Source: an optimization exercise on an open RTL-to-GDS flow (aim: small area). Production flows keep margins and buffers that such runs may drop.
Where RTL was checked, it was by simulation tests only, not by an equivalence proof against the original.
Power is estimated from default activity; no workload was simulated.

==> flow/design.v <==
package discardPkg;
  localparam int CHANNEL_COUNT = 4;
  localparam int CHANNEL_BITS = 2;
  localparam int WORD_BITS = 32;
  localparam int LENGTH_BITS = 8;
  localparam int RESERVED_BITS = WORD_BITS - CHANNEL_BITS - LENGTH_BITS;
  localparam int CREDIT_BITS = 7;
  localparam logic [CREDIT_BITS-1:0] CREDIT_MAX = 7'd64;
  localparam int COUNTER_BITS = 32;
  localparam int STAT_ADDR_BITS = 3;
  localparam logic STAT_KIND_PASSED = 1'b0;
  localparam logic STAT_KIND_DROPPED = 1'b1;
  typedef union packed {
    logic [WORD_BITS-1:0] raw;
    struct packed {
      logic [CHANNEL_BITS-1:0]  channel;
      logic [RESERVED_BITS-1:0] reserved;
      logic [LENGTH_BITS-1:0]   length;
    } header;
  } frameWord;
endpackage
`timescale 1ns/1ps
module discardStat (
  input  logic                                  CLK,
  input  logic                                  reset,
  input  logic [discardPkg::WORD_BITS-1:0]       inData,
  input  logic                                  inValid,
  input  logic                                  inSof,
  input  logic                                  inEof,
  input  logic [discardPkg::CHANNEL_COUNT-1:0]  creditReturn,
  output logic                                  outValid,
  output logic [discardPkg::CHANNEL_BITS-1:0]   outChannel,
  output logic [discardPkg::WORD_BITS-1:0]       outData,
  output logic                                  outSof,
  output logic                                  outEof,
  input  logic                                  statRead,
  input  logic [discardPkg::STAT_ADDR_BITS-1:0] statAddr,
  output logic                                  statValid,
  output logic [discardPkg::COUNTER_BITS-1:0]   statData,
  input  logic                                  statWrite,
  input  logic [discardPkg::COUNTER_BITS-1:0]   statWriteData
);
  localparam int NCH = discardPkg::CHANNEL_COUNT;
  localparam int CB  = discardPkg::CREDIT_BITS;
  localparam int NCNT = 2 * NCH;
  logic [NCH-1:0][CB-1:0] credit;
  logic [NCH-1:0][CB-1:0] creditAvail;
  logic [CB-1:0] selCredit;
  logic [CB+1:0] creditDiff;
  logic          inFits;
  logic          inHeader;
  assign inHeader = inValid && inSof;
  always_comb begin
    for (int c = 0; c < NCH; c++) begin
      creditAvail[c] = credit[c] + {{(CB-1){1'b0}}, creditReturn[c]};
    end
  end
  assign selCredit  = creditAvail[inData[31:30]];
  assign creditDiff = {2'b00, selCredit} - {1'b0, inData[7:0]};
  assign inFits     = !creditDiff[CB+1];
  always_ff @(posedge CLK) begin
    for (int c = 0; c < NCH; c++) begin
      if (reset) begin
        credit[c] <= discardPkg::CREDIT_MAX;
      end else if (inHeader && inFits && inData[31:30] == c) begin
        credit[c] <= creditDiff[CB-1:0];
      end else begin
        credit[c] <= creditAvail[c];
      end
    end
  end
  logic [31:0] d1;
  logic        sof1, eof1, fits1, v1;
  logic        keepCur;
  logic        hdr1;
  logic        fwd1;
  always_ff @(posedge CLK) begin
    d1    <= inData;
    sof1  <= inSof;
    eof1  <= inEof;
    fits1 <= inFits;
    v1    <= inValid && !reset;
  end
  assign hdr1 = v1 && sof1;
  assign fwd1 = v1 && (sof1 ? fits1 : keepCur);
  always_ff @(posedge CLK) begin
    if (reset) begin
      keepCur <= 1'b0;
    end else if (hdr1) begin
      keepCur <= fits1;
    end
  end
  logic [31:0] d2;
  logic        sof2, eof2, v2;
  logic [1:0]  lastChannel;
  always_ff @(posedge CLK) begin
    d2     <= d1;
    sof2   <= sof1;
    eof2   <= eof1;
    v2     <= fwd1 && !reset;
    outData <= d2;
    outSof  <= sof2;
    outEof  <= eof2;
    outValid <= v2 && !reset;
    if (outValid && outSof) begin
      lastChannel <= outData[31:30];
    end
  end
  assign outChannel = outSof ? outData[31:30] : lastChannel;
  logic [NCNT-1:0][31:0] counter;
  logic [NCNT-1:0]       countInc;
  logic [NCNT-1:0]       countLoad;
  logic [31:0]           loadValue;
  assign loadValue = reset ? 32'd0 : statWriteData;
  always_comb begin
    for (int k = 0; k < NCNT; k++) begin
      countInc[k]  = hdr1 && d1[31:30] == k[2:1] && fits1 == !k[0];
      countLoad[k] = reset || (statWrite && statAddr == k[2:0]);
    end
  end
  logic [NCNT-1:0][32:0] countCarry;
  always_comb begin
    for (int k = 0; k < NCNT; k++) begin
      countCarry[k][0] = countInc[k];
      for (int i = 0; i < 32; i++) begin
        countCarry[k][i+1] = countCarry[k][i] & counter[k][i];
      end
    end
  end
  always_ff @(posedge CLK) begin
    for (int k = 0; k < NCNT; k++) begin
      if (countLoad[k]) begin
        counter[k] <= loadValue;
      end else begin
        counter[k] <= counter[k] ^ countCarry[k][31:0];
      end
    end
  end
  logic [31:0] readValue;
  always_comb begin
    readValue = '0;
    for (int k = 0; k < NCNT; k++) begin
      readValue = readValue | (counter[k] & {32{statAddr == k[2:0]}});
    end
  end
  always_ff @(posedge CLK) begin
    statValid <= statRead && !reset;
    statData  <= readValue;
  end
endmodule
clock: 5.0 ns
lec_check: 0
cap_margin: 20
core_margin: 2
core_utilization: 40
slew_margin: 20
run.sh (not shown) runs the stock make flow with config.mk's settings and CLKGATE_MAP_FILE= SYNTH_SCRIPT=/design/flow/synth_recipe.tcl, a recipe that flattens the netlist after the stock synthesis.
The baseline produced a layout that fails on negative setup slack.
Then changed:
--- a/flow/design.v
+++ b/flow/design.v
@@ -120,12 +120,20 @@
   end
   logic [NCNT-1:0][32:0] countCarry;
   always_comb begin
     for (int k = 0; k < NCNT; k++) begin
-      countCarry[k][0] = countInc[k];
       for (int i = 0; i < 32; i++) begin
-        countCarry[k][i+1] = countCarry[k][i] & counter[k][i];
+        if (i == 0) begin
+          countCarry[k][i] = countInc[k];
+        end else if (i == 11) begin
+          countCarry[k][i] = countInc[k] & (&counter[k][10:0]);
+        end else if (i == 22) begin
+          countCarry[k][i] = countInc[k] & (&counter[k][21:0]);
+        end else begin
+          countCarry[k][i] = countCarry[k][i-1] & counter[k][i-1];
+        end
       end
+      countCarry[k][32] = 1'b0;
     end
   end
   always_ff @(posedge CLK) begin
     for (int k = 0; k < NCNT; k++) begin
=> This time the run finished clean; global-route usage barely changes; sequential cell count is unchanged; clock skew falls by 4.2 ps; maximum frequency goes up by 43%; clock power is lower by 7.0%; routed wire length came out higher by 1.1%; utilization went down by 7.5 points; final area decreases by 14%; via count is higher by 1.3%.
Only the layout flow was run in the first run of this note; the RTL was not checked for function there.

[static timing again, ports no longer ideal]
How much do the figures lean on ideal ports? The routed layouts below were timed once more, with nothing changed but the port constraints.
Step 1 sets driving cells, clkbuf_16 on the clock port and buf_2 on the other inputs (assumed; they add their load-dependent delay and slew).
Step 2 also shifts input and output timing later by t, the mid clock arrival at the registers, as if the neighbouring blocks saw the same clock.
Slacks: no drivers / after step 1 / after step 2; pairs: no drivers / after step 1.
run	shift t [ns]	slack for setup (ns)	worst setup path at the end
the first run	0.657	-0.942 / -0.942 / -0.942	register to register
the second run	0.635	0.854 / 0.886 / 0.250	input to register
The setup slack of the second run, which loses most, moves by +0.032 ns with the drivers and by -0.604 ns with both steps.
